From an optimization exercise on the open Yosys and OpenROAD flow, aimed at small area, a short achievable clock period and few clock cycles per item; shortcuts taken in it are not production practice.
Function was checked by simulation only, so behaviour that the tests miss may differ from the original.
No activity file was given, so power comes from the tool's default toggle rates.

==> inputs of run Z <==
==> flow/design.v <==
package kvt_pkg;
    localparam int ENTRIES = 16;
    localparam int KEY_W   = 32;
    localparam int VAL_W   = 32;
    localparam int OP_W    = 2;
    localparam logic [OP_W-1:0] OP_DEFINE = 2'd0;
    localparam logic [OP_W-1:0] OP_LOOKUP = 2'd1;
    localparam logic [OP_W-1:0] OP_DELETE = 2'd2;
    localparam logic [OP_W-1:0] OP_UNUSED = 2'd3;
endpackage
module kvt_cell
(
    input  logic                      i_clk,
    input  logic                      i_rst_n,
    input  logic [kvt_pkg::KEY_W-1:0] i_cmp_key,   
    input  logic [kvt_pkg::KEY_W-1:0] i_key,       
    input  logic [kvt_pkg::VAL_W-1:0] i_value,     
    input  logic                      i_match,     
    input  logic                      i_upd,       
    input  logic                      i_del,       
    input  logic                      i_ins,       
    input  logic                      i_dup,       
    output logic                      o_valid,
    output logic                      o_match,     
    output logic [kvt_pkg::VAL_W-1:0] o_value
);
    logic                      r_valid;
    logic                      w_valid;
    logic [kvt_pkg::KEY_W-1:0] r_key;
    logic [kvt_pkg::VAL_W-1:0] r_value;
    assign w_valid = r_valid && !i_dup;
    assign o_match = w_valid && (r_key == i_cmp_key);
    always_ff @(posedge i_clk) begin
        if (!i_rst_n) begin
            r_valid <= 1'b0;
        end else if (i_ins) begin
            r_valid <= 1'b1;
        end else if (i_dup || (i_del && i_match)) begin
            r_valid <= 1'b0;
        end
    end
    always_ff @(posedge i_clk) begin
        if (!w_valid) begin
            r_key <= i_key;
        end
        if (!w_valid || (i_upd && i_match)) begin
            r_value <= i_value;
        end
    end
    assign o_valid = w_valid;
    assign o_value = r_value;
endmodule
module key_value_table
(
    input  logic        i_clk,
    input  logic        i_rst_n,
    input  logic        i_s_axis_tvalid,
    output logic        o_s_axis_tready,
    input  logic [63:0] i_s_axis_tdata,    
    input  logic [1:0]  i_s_axis_tuser,    
    output logic        o_m_axis_tvalid,
    input  logic        i_m_axis_tready,
    output logic [31:0] o_m_axis_tdata,    
    output logic [1:0]  o_m_axis_tuser     
);
    localparam int N = kvt_pkg::ENTRIES;
    logic                      r_req_valid;
    logic [kvt_pkg::OP_W-1:0]  r_op;
    logic [kvt_pkg::KEY_W-1:0] r_key;
    logic [kvt_pkg::VAL_W-1:0] r_value;
    logic [N-1:0]              r_match;
    logic [N-1:0]              r_match_wr;  
    logic                      r_kill;     
    logic                      r_tready;   
    logic                      w_ready;
    logic                      w_req_valid_nx;
    logic                      w_skid_valid_nx;
    logic                      r_out_valid;
    logic                      r_found;
    logic                      r_full;
    logic [kvt_pkg::VAL_W-1:0] r_value_out;
    logic                      r_skid_valid;
    logic                      r_skid_found;
    logic                      r_skid_full;
    logic [kvt_pkg::VAL_W-1:0] r_skid_value;
    logic                      w_take;
    logic                      w_res_found;
    logic                      w_res_full;
    logic [kvt_pkg::VAL_W-1:0] w_res_value;
    logic                      w_advance;
    logic                      w_exec;
    logic                      w_define;
    logic                      w_delete;
    logic                      w_hit;
    logic                      w_full;
    logic                      w_same_key;
    logic [N-1:0]              w_valid;
    logic [N-1:0]              w_cmp;
    logic [N-1:0]              w_free;
    logic [N-1:0]              w_ins;
    logic [N-1:0]              r_dup;      
    logic [N-1:0]              w_insv;
    logic [kvt_pkg::VAL_W-1:0] w_value [N];
    logic [kvt_pkg::VAL_W-1:0] w_read;
    assign w_advance       = !r_skid_valid;
    assign w_exec          = r_req_valid && w_advance;
    assign w_take          = !r_out_valid || i_m_axis_tready;
    assign w_ready         = !r_req_valid || w_advance;
    assign o_s_axis_tready = r_tready;
    assign w_define = w_exec && (r_op == kvt_pkg::OP_DEFINE);
    assign w_delete = w_exec && (r_op == kvt_pkg::OP_DELETE);
    for (genvar g = 0; g < N; g++) begin : g_cell
        kvt_cell u_cell (
            .i_clk     (i_clk),
            .i_rst_n   (i_rst_n),
            .i_cmp_key (i_s_axis_tdata[31:0]),
            .i_key     (r_key),
            .i_value   (r_value),
            .i_match   (r_match_wr[g]),
            .i_upd     (w_define),
            .i_del     (w_delete),
            .i_ins     (w_ins[g]),
            .i_dup     (r_dup[g]),
            .o_valid   (w_valid[g]),
            .o_match   (w_cmp[g]),
            .o_value   (w_value[g])
        );
    end
    always_comb begin
        logic seen;
        seen = 1'b0;
        for (int i = 0; i < N; i++) begin
            w_free[i] = !w_valid[i] && !seen;
            seen      = seen || !w_valid[i];
        end
    end
    assign w_hit  = |r_match && !r_kill;
    assign w_full = &w_valid;
    assign w_ins  = w_define ? w_free : '0;
    always_ff @(posedge i_clk) begin
        if (!i_rst_n) begin
            r_dup <= '0;
        end else begin
            r_dup <= w_hit ? w_ins : '0;
        end
    end
    assign w_insv = ((r_op == kvt_pkg::OP_DEFINE) && !w_hit) ? w_free : '0;
    assign w_same_key = r_req_valid && (r_key == i_s_axis_tdata[31:0]);
    always_comb begin
        w_read = '0;
        for (int i = 0; i < N; i++) begin
            w_read = w_read | (r_match[i] ? w_value[i] : '0);
        end
    end
    assign w_res_found = w_hit && (r_op != kvt_pkg::OP_UNUSED);
    assign w_res_full  = (r_op == kvt_pkg::OP_DEFINE) && !w_hit && w_full;
    assign w_res_value = ((r_op == kvt_pkg::OP_LOOKUP) && w_hit) ? w_read : '0;
    assign w_req_valid_nx  = w_ready ? i_s_axis_tvalid : r_req_valid;
    assign w_skid_valid_nx = r_skid_valid ? !w_take : (w_exec && !w_take);
    always_ff @(posedge i_clk) begin
        if (!i_rst_n) begin
            r_req_valid <= 1'b0;
            r_out_valid <= 1'b0;
            r_skid_valid <= 1'b0;
            r_tready     <= 1'b1;
        end else begin
            r_req_valid  <= w_req_valid_nx;
            r_skid_valid <= w_skid_valid_nx;
            r_tready     <= !w_req_valid_nx || !w_skid_valid_nx;
            if (w_take) begin
                r_out_valid <= r_skid_valid || w_exec;
            end
        end
    end
    always_ff @(posedge i_clk) begin
        if (!i_rst_n) begin
            r_found     <= 1'b0;
            r_full      <= 1'b0;
            r_value_out <= '0;
        end else if (w_take) begin
            r_found     <= r_skid_valid ? r_skid_found : w_res_found;
            r_full      <= r_skid_valid ? r_skid_full  : w_res_full;
            r_value_out <= r_skid_valid ? r_skid_value : w_res_value;
        end
    end
    always_ff @(posedge i_clk) begin
        if (w_ready) begin
            r_op    <= i_s_axis_tuser;
            r_key   <= i_s_axis_tdata[31:0];
            r_value <= i_s_axis_tdata[63:32];
            r_match    <= w_cmp | (w_insv & {N{w_same_key}});
            r_match_wr <= (w_cmp | (w_insv & {N{w_same_key}}))
                          & {N{!i_s_axis_tuser[0]}};
            r_kill  <= w_same_key && (r_op == kvt_pkg::OP_DELETE);
        end
        if (!r_skid_valid) begin
            r_skid_found <= w_res_found;
            r_skid_full  <= w_res_full;
            r_skid_value <= w_res_value;
        end
    end
    assign o_m_axis_tvalid = r_out_valid;
    assign o_m_axis_tdata  = r_value_out;
    assign o_m_axis_tuser  = {r_full, r_found};
endmodule
==> flow/flow/run.sh <==
#!/bin/bash
# The standard layout (standard.sh: the ORFS flow and its standard
# synthesis, unchanged) with one difference: the port buffers that ORFS adds
# before global placement are sky130_fd_sc_hd__buf_2 instead of the default
# delay cell, so every input and output still has its own buffer.
set -euo pipefail
export BUFFER_PORTS_ARGS="-buffer_cell sky130_fd_sc_hd__buf_2"
bash standard.sh > standard_flow.log 2>&1
==> flow/standard.sh <==
#!/bin/bash
# synth_recipe.tcl (not shown) runs the flow's synth.tcl, then flattens the netlist and writes it again
# the make line also repeats each setting of config.mk as NAME=value (left out here)
make -C /OpenROAD-flow-scripts/flow DESIGN_CONFIG=/design/flow/config.mk WORK_HOME=/design/flow/orfs CLKGATE_MAP_FILE= SYNTH_SCRIPT=/design/flow/synth_recipe.tcl "${@:-finish}"
==> flow/config.mk <==
export PLATFORM = sky130hd
export DESIGN_NAME = key_value_table
export DESIGN_NICKNAME = key_value_table
export VERILOG_FILES = /design/flow/design.v
export SDC_FILE = /design/flow/constraint.sdc
export NUM_CORES = 4
export LEC_CHECK = 0
export CAP_MARGIN = 20
export CORE_MARGIN = 2
export CORE_UTILIZATION = 40
export CTS_CLUSTER_DIAMETER = 100
export CTS_CLUSTER_SIZE = 25
export SETUP_SLACK_MARGIN = 2.0
export SLEW_MARGIN = 20
export TNS_END_PERCENT = 5
==> flow/constraint.sdc <==
create_clock -name core_clock -period 4.0 [get_ports {i_clk}]
set_input_delay 0.8000 -clock core_clock [delete_from_list [all_inputs] [get_ports {i_clk}]]
set_output_delay 0.8000 -clock core_clock [all_outputs]
set_load 0.01 [all_outputs]
==> run D (differences from run Z) <==
--- a/flow/design.v
+++ b/flow/design.v
@@ -21,3 +21,2 @@
     input  logic                      i_ins,       
-    input  logic                      i_dup,       
     output logic                      o_valid,
@@ -27,7 +26,5 @@
     logic                      r_valid;
-    logic                      w_valid;
     logic [kvt_pkg::KEY_W-1:0] r_key;
     logic [kvt_pkg::VAL_W-1:0] r_value;
-    assign w_valid = r_valid && !i_dup;
-    assign o_match = w_valid && (r_key == i_cmp_key);
+    assign o_match = r_valid && (r_key == i_cmp_key);
     always_ff @(posedge i_clk) begin
@@ -37,3 +34,3 @@
             r_valid <= 1'b1;
-        end else if (i_dup || (i_del && i_match)) begin
+        end else if (i_del && i_match) begin
             r_valid <= 1'b0;
@@ -42,6 +39,6 @@
     always_ff @(posedge i_clk) begin
-        if (!w_valid) begin
+        if (!r_valid) begin
             r_key <= i_key;
         end
-        if (!w_valid || (i_upd && i_match)) begin
+        if (!r_valid || (i_upd && i_match)) begin
             r_value <= i_value;
@@ -49,3 +46,3 @@
     end
-    assign o_valid = w_valid;
+    assign o_valid = r_valid;
     assign o_value = r_value;
@@ -71,3 +68,2 @@
     logic [N-1:0]              r_match;
-    logic [N-1:0]              r_match_wr;  
     logic                      r_kill;     
@@ -100,3 +96,2 @@
     logic [N-1:0]              w_ins;
-    logic [N-1:0]              r_dup;      
     logic [N-1:0]              w_insv;
@@ -118,3 +113,3 @@
             .i_value   (r_value),
-            .i_match   (r_match_wr[g]),
+            .i_match   (r_match[g]),
             .i_upd     (w_define),
@@ -122,3 +117,2 @@
             .i_ins     (w_ins[g]),
-            .i_dup     (r_dup[g]),
             .o_valid   (w_valid[g]),
@@ -138,10 +132,3 @@
     assign w_full = &w_valid;
-    assign w_ins  = w_define ? w_free : '0;
-    always_ff @(posedge i_clk) begin
-        if (!i_rst_n) begin
-            r_dup <= '0;
-        end else begin
-            r_dup <= w_hit ? w_ins : '0;
-        end
-    end
+    assign w_ins  = (w_define && !w_hit) ? w_free : '0;
     assign w_insv = ((r_op == kvt_pkg::OP_DEFINE) && !w_hit) ? w_free : '0;
@@ -175,13 +162,2 @@
     always_ff @(posedge i_clk) begin
-        if (!i_rst_n) begin
-            r_found     <= 1'b0;
-            r_full      <= 1'b0;
-            r_value_out <= '0;
-        end else if (w_take) begin
-            r_found     <= r_skid_valid ? r_skid_found : w_res_found;
-            r_full      <= r_skid_valid ? r_skid_full  : w_res_full;
-            r_value_out <= r_skid_valid ? r_skid_value : w_res_value;
-        end
-    end
-    always_ff @(posedge i_clk) begin
         if (w_ready) begin
@@ -190,6 +166,9 @@
             r_value <= i_s_axis_tdata[63:32];
-            r_match    <= w_cmp | (w_insv & {N{w_same_key}});
-            r_match_wr <= (w_cmp | (w_insv & {N{w_same_key}}))
-                          & {N{!i_s_axis_tuser[0]}};
+            r_match <= w_cmp | (w_insv & {N{w_same_key}});
             r_kill  <= w_same_key && (r_op == kvt_pkg::OP_DELETE);
+        end
+        if (w_take) begin
+            r_found     <= r_skid_valid ? r_skid_found : w_res_found;
+            r_full      <= r_skid_valid ? r_skid_full  : w_res_full;
+            r_value_out <= r_skid_valid ? r_skid_value : w_res_value;
         end
==> flow/run.sh (new file) <==
#!/bin/bash
# synth_recipe.tcl (not shown) runs the flow's synth.tcl, then flattens the netlist and writes it again
# the make line also repeats each setting of config.mk as NAME=value (left out here)
make -C /OpenROAD-flow-scripts/flow DESIGN_CONFIG=/design/flow/config.mk WORK_HOME=/design/flow/orfs CLKGATE_MAP_FILE= SYNTH_SCRIPT=/design/flow/synth_recipe.tcl finish
- CORE_UTILIZATION: 40 -> 50
removed: flow/flow/run.sh
removed: flow/standard.sh
==> run G (differences from run Z) <==
--- a/flow/design.v
+++ b/flow/design.v
@@ -71,3 +71,2 @@
     logic [N-1:0]              r_match;
-    logic [N-1:0]              r_match_wr;  
     logic                      r_kill;     
@@ -118,3 +117,3 @@
             .i_value   (r_value),
-            .i_match   (r_match_wr[g]),
+            .i_match   (r_match[g]),
             .i_upd     (w_define),
@@ -175,13 +174,2 @@
     always_ff @(posedge i_clk) begin
-        if (!i_rst_n) begin
-            r_found     <= 1'b0;
-            r_full      <= 1'b0;
-            r_value_out <= '0;
-        end else if (w_take) begin
-            r_found     <= r_skid_valid ? r_skid_found : w_res_found;
-            r_full      <= r_skid_valid ? r_skid_full  : w_res_full;
-            r_value_out <= r_skid_valid ? r_skid_value : w_res_value;
-        end
-    end
-    always_ff @(posedge i_clk) begin
         if (w_ready) begin
@@ -190,6 +178,9 @@
             r_value <= i_s_axis_tdata[63:32];
-            r_match    <= w_cmp | (w_insv & {N{w_same_key}});
-            r_match_wr <= (w_cmp | (w_insv & {N{w_same_key}}))
-                          & {N{!i_s_axis_tuser[0]}};
+            r_match <= w_cmp | (w_insv & {N{w_same_key}});
             r_kill  <= w_same_key && (r_op == kvt_pkg::OP_DELETE);
+        end
+        if (w_take) begin
+            r_found     <= r_skid_valid ? r_skid_found : w_res_found;
+            r_full      <= r_skid_valid ? r_skid_full  : w_res_full;
+            r_value_out <= r_skid_valid ? r_skid_value : w_res_value;
         end
- SETUP_SLACK_MARGIN: 2.0 -> 2.3
==> notes <==
Of run G and run Z, run Z has the higher synthesized cell count (gap 3.4%, measured against run Z).
Clock power: run G > run Z > run D.
Die area: run Z > run G > run D.
Run D produced a clean layout. Run Z went through all stages and came out clean. Run G passed the timing, DRC and antenna checks.
Of run Z and run D, run Z has the higher power (gap 0.91%, measured against run D).
Routed wire length, lowest first: run D, run Z, run G.
Clock skew, highest first: run G, run Z, run D.
In sequential power, run D and run G hardly differ.
Between run G and run D, the lower sequential cell count is in run D (gap 16).
The highest critical path depth belongs to run Z, the lowest to run G.
Testbench counts of run Z, summed over its fixed seeds: cycles 9,616, items 9,600.
Testbench counts of run D, summed over its fixed seeds: cycles 9,616, items 9,600.
Testbench counts of run G, summed over its fixed seeds: cycles 9,616, items 9,600.

afterwards: timing with drivers on the ports:
No port has a modelled driver above. Below, the same layouts with a new extraction and two added sets of constraints. Step 1, drivers: a clkbuf_16 drives i_clk and a buf_2 each remaining input, both assumed. Step 2 times the ports against the registers' clock, not the clock port: input delays grow and output delays shrink by t, the midpoint of the rising clock arrivals with the driver on. Three values: ideal, step 1, step 2; two values: the first two.
| run | t, ns | setup WS [ns] | worst hold slack (ns) | worst slew at a driven data input, ns | cell pins on the clock port's net |
|---|---|---|---|---|---|
| run Z | 0.754 | 1.393 / 1.393 / 0.759 | 0.280 / 0.235 / 0.470 | 0.11 | 1 |
| run D | 0.704 | 1.607 / 1.613 / 0.936 | 0.463 / 0.463 / 0.463 | 0.05 | 1 |
| run G | 0.753 | 1.775 / 1.727 / 1.057 | 0.259 / 0.217 / 0.465 | 0.04 | 1 |
After both steps setup and hold are still met in every run listed. For run G, which loses most, drivers alone change the setup slack by -0.048 ns; drivers and shift together by -0.718 ns.
